Source: an optimization exercise on an open RTL-to-GDS flow (aim: small area, a short achievable clock period and few clock cycles). Production flows keep margins and buffers that such runs may drop.
Function was checked by simulation only, so behaviour that the tests miss may differ from the original.
Power figures rest on the tool's default switching activity, not on a simulated workload.

File: design.v
`default_nettype none
package pe_pkg;
	typedef enum logic [2:0] {
		IDLE,
		READ_IACT,      
		READ_PTR,       
		READ_WEIGHT,    
		DO_MAC,         
		WRITE_BACK      
	} seq_state_e;
	typedef logic signed [21-1:0] psum_t;
	typedef logic [$clog2(16)-1:0] psum_idx_t;
endpackage
`default_nettype wire
`timescale 1ns/1ns
`default_nettype none
module compressed_spad #(
	parameter int ENTRY_W = 13,
	parameter int DEPTH   = 32
) (
	input  wire                clock,
	input  wire                reset,
	input  wire                load_en,
	input  wire                data_in_valid,
	input  wire  [ENTRY_W-1:0] data_in,
	output logic               write_fin,
	input  wire  [7-1:0]  read_idx,
	output logic [ENTRY_W-1:0] data_out
);
	localparam int AW = $clog2(DEPTH);
	logic [ENTRY_W-1:0] mem [DEPTH];
	logic [AW-1:0]      wr_ptr;
	logic               loaded;      
	logic               beat;
	logic               last_beat;
	assign beat      = load_en && data_in_valid && !loaded;
	assign last_beat = beat && (data_in[ENTRY_W-1 -: 8] == '0);
	always_ff @(posedge clock) begin
		if (reset) begin
			wr_ptr    <= '0;
			loaded    <= 1'b0;
			write_fin <= 1'b0;
		end else begin
			write_fin <= last_beat;    
			if (!load_en) begin
				wr_ptr <= '0;
				loaded <= 1'b0;
			end else if (beat) begin
				wr_ptr <= wr_ptr + 1'b1;
				loaded <= last_beat;
			end
		end
	end
	always_ff @(posedge clock) begin
		if (beat)
			mem[wr_ptr] <= data_in;
		data_out <= mem[read_idx[AW-1:0]];
	end
endmodule
`default_nettype wire
`timescale 1ns/1ns
`default_nettype none
module col_ptr_spad (
	input  wire                      clock,
	input  wire                      reset,
	input  wire                      load_en,
	input  wire                      data_in_valid,
	input  wire  [7-1:0]        data_in,
	output logic                     write_fin,
	input  wire  [5-1:0]   col,
	output logic [7-1:0]        col_start,
	output logic [7-1:0]        col_end
);
	localparam int AW = $clog2(32);
	logic [7-1:0] mem [32];
	logic [AW-1:0]     wr_ptr;
	logic              loaded;
	logic              beat;
	logic              last_beat;
	assign beat      = load_en && data_in_valid && !loaded;
	assign last_beat = beat && (wr_ptr == AW'(32 - 1));    
	always_ff @(posedge clock) begin
		if (reset) begin
			wr_ptr    <= '0;
			loaded    <= 1'b0;
			write_fin <= 1'b0;
		end else begin
			write_fin <= last_beat;
			if (!load_en) begin
				wr_ptr <= '0;
				loaded <= 1'b0;
			end else if (beat) begin
				wr_ptr <= wr_ptr + 1'b1;
				loaded <= last_beat;
			end
		end
	end
	always_ff @(posedge clock) begin
		if (beat)
			mem[wr_ptr] <= data_in;
	end
	assign col_start = (col == '0) ? '0 : mem[col - 1'b1];
	assign col_end   = mem[col];
endmodule
`default_nettype wire
`timescale 1ns/1ns
`default_nettype none
module psum_spad (
	input  wire                      clock,
	input  wire                      reset,
	input  wire                      clear,
	input  wire                      write_en,
	input  wire pe_pkg::psum_idx_t   write_idx,
	input  wire pe_pkg::psum_t       write_data,
	input  wire pe_pkg::psum_idx_t   acc_idx,
	output pe_pkg::psum_t            acc_data,
	input  wire pe_pkg::psum_idx_t   drain_idx,
	output pe_pkg::psum_t            drain_data
);
	pe_pkg::psum_t regs [16];
	always_ff @(posedge clock) begin
		if (reset || clear) begin
			for (int i = 0; i < 16; i++)
				regs[i] <= '0;
		end else if (write_en) begin
			regs[write_idx] <= write_data;
		end
	end
	assign acc_data   = regs[acc_idx];      
	assign drain_data = regs[drain_idx];
endmodule
`default_nettype wire
`timescale 1ns/1ns
`default_nettype none
module mac_sequencer (
	input  wire                          clock,
	input  wire                          reset,
	input  wire                          mac_en,
	output logic                         cal_fin,
	output logic [7-1:0]            iact_read_idx,
	input  wire  [13-1:0]     iact_entry,
	output logic [5-1:0]       ptr_col,
	input  wire  [7-1:0]            col_start,
	input  wire  [7-1:0]            col_end,
	output logic [7-1:0]            weight_read_idx,
	input  wire  [12-1:0]   weight_entry,
	output pe_pkg::psum_idx_t            psum_acc_idx,
	input  wire pe_pkg::psum_t           psum_acc_data,
	output logic                         psum_write_en,
	output pe_pkg::psum_t                psum_write_data
);
	localparam int IACT_AW = $clog2(32);
	pe_pkg::seq_state_e          state;
	logic [IACT_AW-1:0]          iact_idx;
	logic [5-1:0]      col_reg;        
	logic [7-1:0]           weight_idx;
	logic signed [8-1:0]  iact_val;
	pe_pkg::psum_t               product_reg;
	pe_pkg::psum_idx_t           row_reg;
	logic signed [8-1:0]  iact_value;
	logic [5-1:0]      iact_col;
	logic signed [8-1:0]  weight_value;
	pe_pkg::psum_idx_t           weight_row;
	assign iact_value   = iact_entry[13-1 -: 8];
	assign iact_col     = iact_entry[5-1:0];
	assign weight_value = weight_entry[12-1 -: 8];
	assign weight_row   = weight_entry[4-1:0];
	assign iact_read_idx   = {{(7 - IACT_AW){1'b0}}, iact_idx};
	assign ptr_col         = col_reg;
	assign weight_read_idx = weight_idx;
	assign psum_acc_idx    = row_reg;
	assign psum_write_en   = (state == pe_pkg::WRITE_BACK);
	assign psum_write_data = psum_acc_data + product_reg;
	always_ff @(posedge clock) begin
		if (reset) begin
			state      <= pe_pkg::IDLE;
			iact_idx   <= '0;
			col_reg    <= '0;
			weight_idx <= '0;
			cal_fin    <= 1'b0;
		end else begin
			cal_fin <= 1'b0;
			case (state)
				pe_pkg::IDLE: begin
					if (mac_en)
						state <= pe_pkg::READ_IACT;
				end
				pe_pkg::READ_IACT: begin
					if (iact_value == '0) begin    
						state    <= pe_pkg::IDLE;
						iact_idx <= '0;
						cal_fin  <= 1'b1;
					end else begin
						state    <= pe_pkg::READ_PTR;
						col_reg  <= iact_col;
						iact_idx <= iact_idx + 1'b1;    
					end
				end
				pe_pkg::READ_PTR: begin
					weight_idx <= col_start;
					if (col_start == col_end)
						state <= pe_pkg::READ_IACT;    
					else
						state <= pe_pkg::READ_WEIGHT;
				end
				pe_pkg::READ_WEIGHT: begin
					state <= pe_pkg::DO_MAC;
				end
				pe_pkg::DO_MAC: begin
					state      <= pe_pkg::WRITE_BACK;
					weight_idx <= weight_idx + 1'b1;
				end
				pe_pkg::WRITE_BACK: begin
					if (weight_idx == col_end)
						state <= pe_pkg::READ_IACT;
					else
						state <= pe_pkg::READ_WEIGHT;
				end
				default: state <= pe_pkg::IDLE;
			endcase
		end
	end
	always_ff @(posedge clock) begin
		if (state == pe_pkg::READ_IACT)
			iact_val <= iact_value;
		if (state == pe_pkg::DO_MAC) begin
			row_reg <= weight_row;
			if (weight_row == pe_pkg::psum_idx_t'(15))
				product_reg <= '0;    
			else
				product_reg <= iact_val * weight_value;
		end
	end
endmodule
`default_nettype wire
`timescale 1ns/1ns
`default_nettype none
module psum_drain (
	input  wire                      clock,
	input  wire                      reset,
	input  wire                      psum_enq_en,
	input  wire                      psum_in_valid,
	input  wire pe_pkg::psum_t       psum_in,
	output logic                     psum_in_ready,
	input  wire                      psum_out_ready,
	output logic                     psum_out_valid,
	output pe_pkg::psum_t            psum_out,
	output logic                     psum_acc_fin,
	output pe_pkg::psum_idx_t        drain_idx,
	input  wire pe_pkg::psum_t       drain_data
);
	logic draining;
	logic xfer;
	assign psum_out_valid = draining && psum_in_valid;
	assign psum_in_ready  = draining && psum_out_ready;
	assign psum_out       = drain_data + psum_in;
	assign xfer           = draining && psum_in_valid && psum_out_ready;
	assign psum_acc_fin   = xfer && (drain_idx == pe_pkg::psum_idx_t'(16 - 1));
	always_ff @(posedge clock) begin
		if (reset) begin
			draining  <= 1'b0;
			drain_idx <= '0;
		end else if (psum_enq_en) begin
			draining  <= 1'b1;
			drain_idx <= '0;
		end else if (xfer) begin
			drain_idx <= drain_idx + 1'b1;    
			if (psum_acc_fin)
				draining <= 1'b0;
		end
	end
endmodule
`default_nettype wire
`timescale 1ns/1ns
`default_nettype none
module pe_top (
	input  wire                          clock,
	input  wire                          reset,
	input  wire                          load_en,
	input  wire                          mac_en,
	output logic                         cal_fin,
	input  wire                          psum_clear,
	input  wire                          psum_enq_en,
	input  wire                          psum_in_valid,
	input  wire pe_pkg::psum_t           psum_in,
	output logic                         psum_in_ready,
	input  wire                          psum_out_ready,
	output logic                         psum_out_valid,
	output pe_pkg::psum_t                psum_out,
	output logic                         psum_acc_fin,
	input  wire                          iact_data_in_valid,
	input  wire  [13-1:0]     iact_data_in,
	output logic                         iact_data_write_fin,
	input  wire                          weight_ptr_in_valid,
	input  wire  [7-1:0]            weight_ptr_in,
	output logic                         weight_ptr_write_fin,
	input  wire                          weight_data_in_valid,
	input  wire  [12-1:0]   weight_data_in,
	output logic                         weight_data_write_fin
);
	logic [7-1:0]           iact_read_idx;
	logic [13-1:0]    iact_entry;
	logic [5-1:0]      ptr_col;
	logic [7-1:0]           col_start;
	logic [7-1:0]           col_end;
	logic [7-1:0]           weight_read_idx;
	logic [12-1:0]  weight_entry;
	pe_pkg::psum_idx_t           psum_acc_idx;
	pe_pkg::psum_t               psum_acc_data;
	logic                        psum_write_en;
	pe_pkg::psum_t               psum_write_data;
	pe_pkg::psum_idx_t           drain_idx;
	pe_pkg::psum_t               drain_data;
	compressed_spad #(
		.ENTRY_W (13),
		.DEPTH   (32)
	) i_iact_spad (
		.clock, .reset, .load_en,
		.data_in_valid (iact_data_in_valid),
		.data_in       (iact_data_in),
		.write_fin     (iact_data_write_fin),
		.read_idx      (iact_read_idx),
		.data_out      (iact_entry)
	);
	col_ptr_spad i_col_ptr_spad (
		.clock, .reset, .load_en,
		.data_in_valid (weight_ptr_in_valid),
		.data_in       (weight_ptr_in),
		.write_fin     (weight_ptr_write_fin),
		.col           (ptr_col),
		.col_start, .col_end
	);
	compressed_spad #(
		.ENTRY_W (12),
		.DEPTH   (128)
	) i_weight_spad (
		.clock, .reset, .load_en,
		.data_in_valid (weight_data_in_valid),
		.data_in       (weight_data_in),
		.write_fin     (weight_data_write_fin),
		.read_idx      (weight_read_idx),
		.data_out      (weight_entry)
	);
	psum_spad i_psum_spad (
		.clock, .reset,
		.clear      (psum_clear),
		.write_en   (psum_write_en),
		.write_idx  (psum_acc_idx),    
		.write_data (psum_write_data),
		.acc_idx    (psum_acc_idx),
		.acc_data   (psum_acc_data),
		.drain_idx, .drain_data
	);
	mac_sequencer i_mac_sequencer (
		.clock, .reset, .mac_en, .cal_fin,
		.iact_read_idx, .iact_entry,
		.ptr_col, .col_start, .col_end,
		.weight_read_idx, .weight_entry,
		.psum_acc_idx, .psum_acc_data,
		.psum_write_en, .psum_write_data
	);
	psum_drain i_psum_drain (
		.clock, .reset, .psum_enq_en,
		.psum_in_valid, .psum_in, .psum_in_ready,
		.psum_out_ready, .psum_out_valid, .psum_out,
		.psum_acc_fin, .drain_idx, .drain_data
	);
endmodule
`default_nettype wire
File: run.sh
#!/bin/bash
# synth_recipe.tcl (not shown) runs the flow's synth.tcl, then flattens the netlist and writes it again
# the make line also repeats each setting of config.mk as NAME=value (left out here)
make -C /OpenROAD-flow-scripts/flow DESIGN_CONFIG=/design/flow/config.mk WORK_HOME=/design/flow/orfs CLKGATE_MAP_FILE= SYNTH_SCRIPT=/design/flow/synth_recipe.tcl finish
File: config.mk
export PLATFORM = sky130hd
export DESIGN_NAME = pe_top
export DESIGN_NICKNAME = pe_top
export VERILOG_FILES = /design/flow/design.v
export SDC_FILE = /design/flow/constraint.sdc
export NUM_CORES = 4
export LEC_CHECK = 0
export CAP_MARGIN = 20
export CORE_MARGIN = 2
export CORE_UTILIZATION = 40
export SLEW_MARGIN = 20
File: constraint.sdc
create_clock -name core_clock -period 8.0 [get_ports {clock}]
set_input_delay 1.6000 -clock core_clock [delete_from_list [all_inputs] [get_ports {clock}]]
set_output_delay 1.6000 -clock core_clock [all_outputs]
set_load 0.01 [all_outputs]
==> summary.txt <==
-- worst reg2reg max path, cell delays in order (launching register included) --
cell	delay, ns
dfxtp_4	0.90
buf_4	0.60
mux4_2	0.60
mux4_2	0.56
ha_1	0.37
a21boi_1	0.22
o211ai_1	0.16
a21oi_1	0.40
nor2_1	0.10
a211oi_1	0.49
a2111oi_0	0.29
nor3b_4	0.76
nor2_1	0.10
-- through the flow --
step	worst slack [ns]	instances	hold WS [ns]	area, µm²	power, µW
finish	0.4161	9687	0.4502	125400	31850
global route	0.1157	9680	0.4601	125400	33050
CTS	0.2029	9678	0.4490	125300	32120
detailed placement	0.9804	9185	0.4325	116600	19610
global placement	0.9277	9181	0.4321	116500	19550
floorplan	1.797	5512	0.4086	110500	18310
-- layer usage --
layer	vias up	share of wire [%]
met3	408	7.3
met1	29700	42
li1	23010	-
met2	2127	48
met4	4	2.3
met5	-	0.0091
-- worst max path at each step --
stage | to | slack (ns) | cells after the start
3_5_place_dp | psum_out[20] | 0.98 | 15
3_3_place_gp | psum_out[20] | 0.93 | 15
4_1_cts | psum_out[19] | 0.20 | 15
5_1_grt | psum_out[19] | 0.12 | 15
2_1_floorplan | psum_out[20] | 1.80 | 17
6_report | psum_out[19] | 0.42 | 15
-- where the power goes --
part	leakage (µW)	total (µW)	switching [µW]	internal, µW
logic	0.0107	3820	2220	1600
registers	0.0243	15500	158	15300
clock network	0.00426	12600	5290	7280
-- cell type report --
| type | instances | area [µm²] |
|---|---|---|
| Fill cell | 22770 | 148700 |
| Sequential cell | 2627 | 78070 |
| Multi-Input combinational cell | 2454 | 30920 |
| Clock buffer | 369 | 7636 |
| Tap cell | 3686 | 4612 |
| Timing Repair Buffer | 312 | 2590 |
| Clock inverter | 124 | 1131 |
| Inverter | 107 | 401.6 |
| Antenna cell | 8 | 20.02 |
-- cell families (layout without fill, tap and decap cells) --
kind of cell	count (synthesis)	after routing	synth area share (%)
multiplexers	1017	1017	19.99
flip-flops	2627	2627	70.62
adder cells (fa/ha/maj)	141	141	1.984
AO/OA/AOI/OAI	202	202	1.192
AND/OR/NAND/NOR	1007	1007	3.896
XOR/XNOR	87	87	0.6966
buffers and inverters	431	912	1.621
other	0	8	0
-- placed cells by master, fill, tap and decap left out, types with 34 or more instances in the layout --
cell type        instances
clkinv_2                35
clkbuf_1                73
edfxtp_1              2540
nand2_1                181
clkbuf_16              292
fa_1                    57
xnor2_1                 44
xor2_1                  34
nor2_2                  53
ha_1                    83
inv_1                  107
a21oi_1                 86
nor2_1                 564
and2_1                  49
mux2_2                  52
mux4_2                 946
buf_4                  224
clkinv_1                51
dfxtp_1                 69
clkdlybuf4s50_1         65
==> flow_summary.yaml <==
setup_path:
  crit_path_end_kind: "output pin"
  critPathTopFamily: "compound AO/OA/AOI/OAI gates"
  path_class: "flip-flop to output pin"
  r2r_end: "i_psum_spad.regs[14][14]$_SDFFCE_PN0P_"
  critical_path.max_stage_delay_ns: 0.56
  crit_slowest_cell: "dfxtp_4"
  startpoint_type: "flip-flop"
  crit_chain: "buf_4 > mux4_2 > mux4_2 > ha_1 > a21oi_1 > nor2b_1 > a311o_1 > a31oi_1 > o2111ai_1 > a31oi_1 > nor2b_1 > o21a_1 > o41ai_1 > xnor2_1 > clkdlybuf4s50_1"
  worstRegToRegCells: 12
  cp_num_buf_inv: 2
  worstPathRequired_ns: 6.40
  crit_fanout: 12
  r2r_setup_slack_ns: 2.17
  crit_arrival_ns: 5.98
cts:
  cts_htree_levels: 5
  cts_root_buffer: "clkbuf_16"
  cts_resized: 0
  clock_latency_ns: 0.87
  cts.sinks: 2627
  cts-buffers-inserted: 282
  path_clk_slew_ns: 0.06
  cts_setup_buffers: 0
  cts_tree: "done"
  postCtsHoldBufs: 0
  clockBufferDepth: 4
timing:
  setup_viol: 0
  max-slew-margin-rel_pct: 26.68
  rsz0062_at_grt: "false"
  setup_tns_ns: 0
  max_freq_mhz: 131.9
  fin_crit_ns: 7.584
  worst_pin_slew_ns: 1.096
  hold_viol: 0
  skew_ns: 0.06468
  drv_slew: 0
  period_share_pct: 94.80
synthesis:
  syn-num-nets: 5717
  syn_area_um2: 110500
  async_flop_share_pct: 0
  synth_area_leaders: "edfxtp_1, mux4_2, nor2_1, dfxtp_1, fa_1"
  synth_edf_count: 2540
  yosysMostFrequentCell: "edfxtp_1"
  synthCells: 5512
  ys_warn_count: 6
  avgSynthCellArea_um2: 20.04
  yosysTopAreaCell: "edfxtp_1"
  netlist_top_cells_count: "edfxtp_1, mux4_2, nor2_1, clkbuf_1, nand2_1"
  ys_ff_latch: 2627
  yosysTopAreaCellShare_pct: 69.05
  ys_seq_area_share_pct: 70.62
  synth_cell_types: 69
  synthFlopType: "edfxtp_1"
place:
  portBuffers: 91
  dp_hpwl_um: 166000
  place_congestion: 0.8332
layout:
  max_flop_register: "i_weight_spad.mem"
  final_nets: 5989
  drive_above_1_share_pct: 28.73
  largestRegisters: "i_weight_spad.mem (1536), i_iact_spad.mem (416), i_psum_spad.regs (336)"
  largest_reg_flops: 1536
  synthToLayoutAreaGrowth_pct: 13.49
  post-route-util_pct: 45.74
drt:
  vias: 55250
  drtAntennaViolNets: 0
  drt_iter0_drc: 5954
  avgRoutedWirePerCell_um: 28.39
  drc: 0
  drt_first_pass_iters: 6
  vias_per_cell: 5.704
  wirelength_um: 275000
run:
  cap_violations: 0
global_route:
  grt_usage_pct: 19.54
  grt_pass1_vias: 56270
  top_usage_layer: "met2"
  grtUsageMet1_pct: 27.73
  grt_pass1_wl_um: 399500
  grtUsageMet3_pct: 3.264
  grt-ovfl-total: 0
  antenna_found_initial: 7
  grt_use_met2_pct: 31.46
  grt_max_degree: 131
die:
  die_h_um: 529.5
  fp.coreArea_um2: 274100
  start_util_pct: 40.30
  ios: 92
  dieWidth_um: 529.5
  dieArea_um2: 280400
  rows: 192
min_path:
  holdPathEnd: "i_weight_spad.loaded$_SDFFE_PP0P_"
  min_path_cells: 2
  holdCritPathClass: "flip-flop to flip-flop"
  min_from: "i_weight_spad.loaded$_SDFFE_PP0P_"
power_and_ir_drop:
  leakagePower_uw: 0.03922
  power_density_nw_per_um2: 254.0
  ir_drop_v: 0.0002046
status:
  outcome: "finished clean"
Testbench counts, summed over its fixed seeds: cycles 48,763.

==> afterwards: timing with drivers on the ports <==
How much do the figures lean on ideal ports? The routed layout below was timed once more, with nothing changed but the port constraints.
Step 1 (the two cells are an assumption about what drives the block):
set clk [get_ports {clock}]
set_driving_cell -lib_cell sky130_fd_sc_hd__clkbuf_16 $clk
set_driving_cell -lib_cell sky130_fd_sc_hd__buf_2 [delete_from_list [all_inputs] $clk]
Step 2 adds t to the input delays and takes it off the output delays; t is the mean of the earliest and latest rising clock arrival at the registers after step 1. Input paths then give back, and output paths get back, about the clock's delay inside the block.
Three values: ideal ports, drivers, drivers and shift; two values: the first two.
t, ns: 0.932
setup WS [ns]: 0.416 / 0.322 / 0.997
worst setup path after step 2: input to output
clock arrival spread, ns: 0.065 / 0.066
worst data-port slew with drivers (ns): 0.18
After both steps this run still meets setup and hold. For this run, drivers alone change the setup slack by -0.094 ns; drivers and shift together by +0.581 ns.
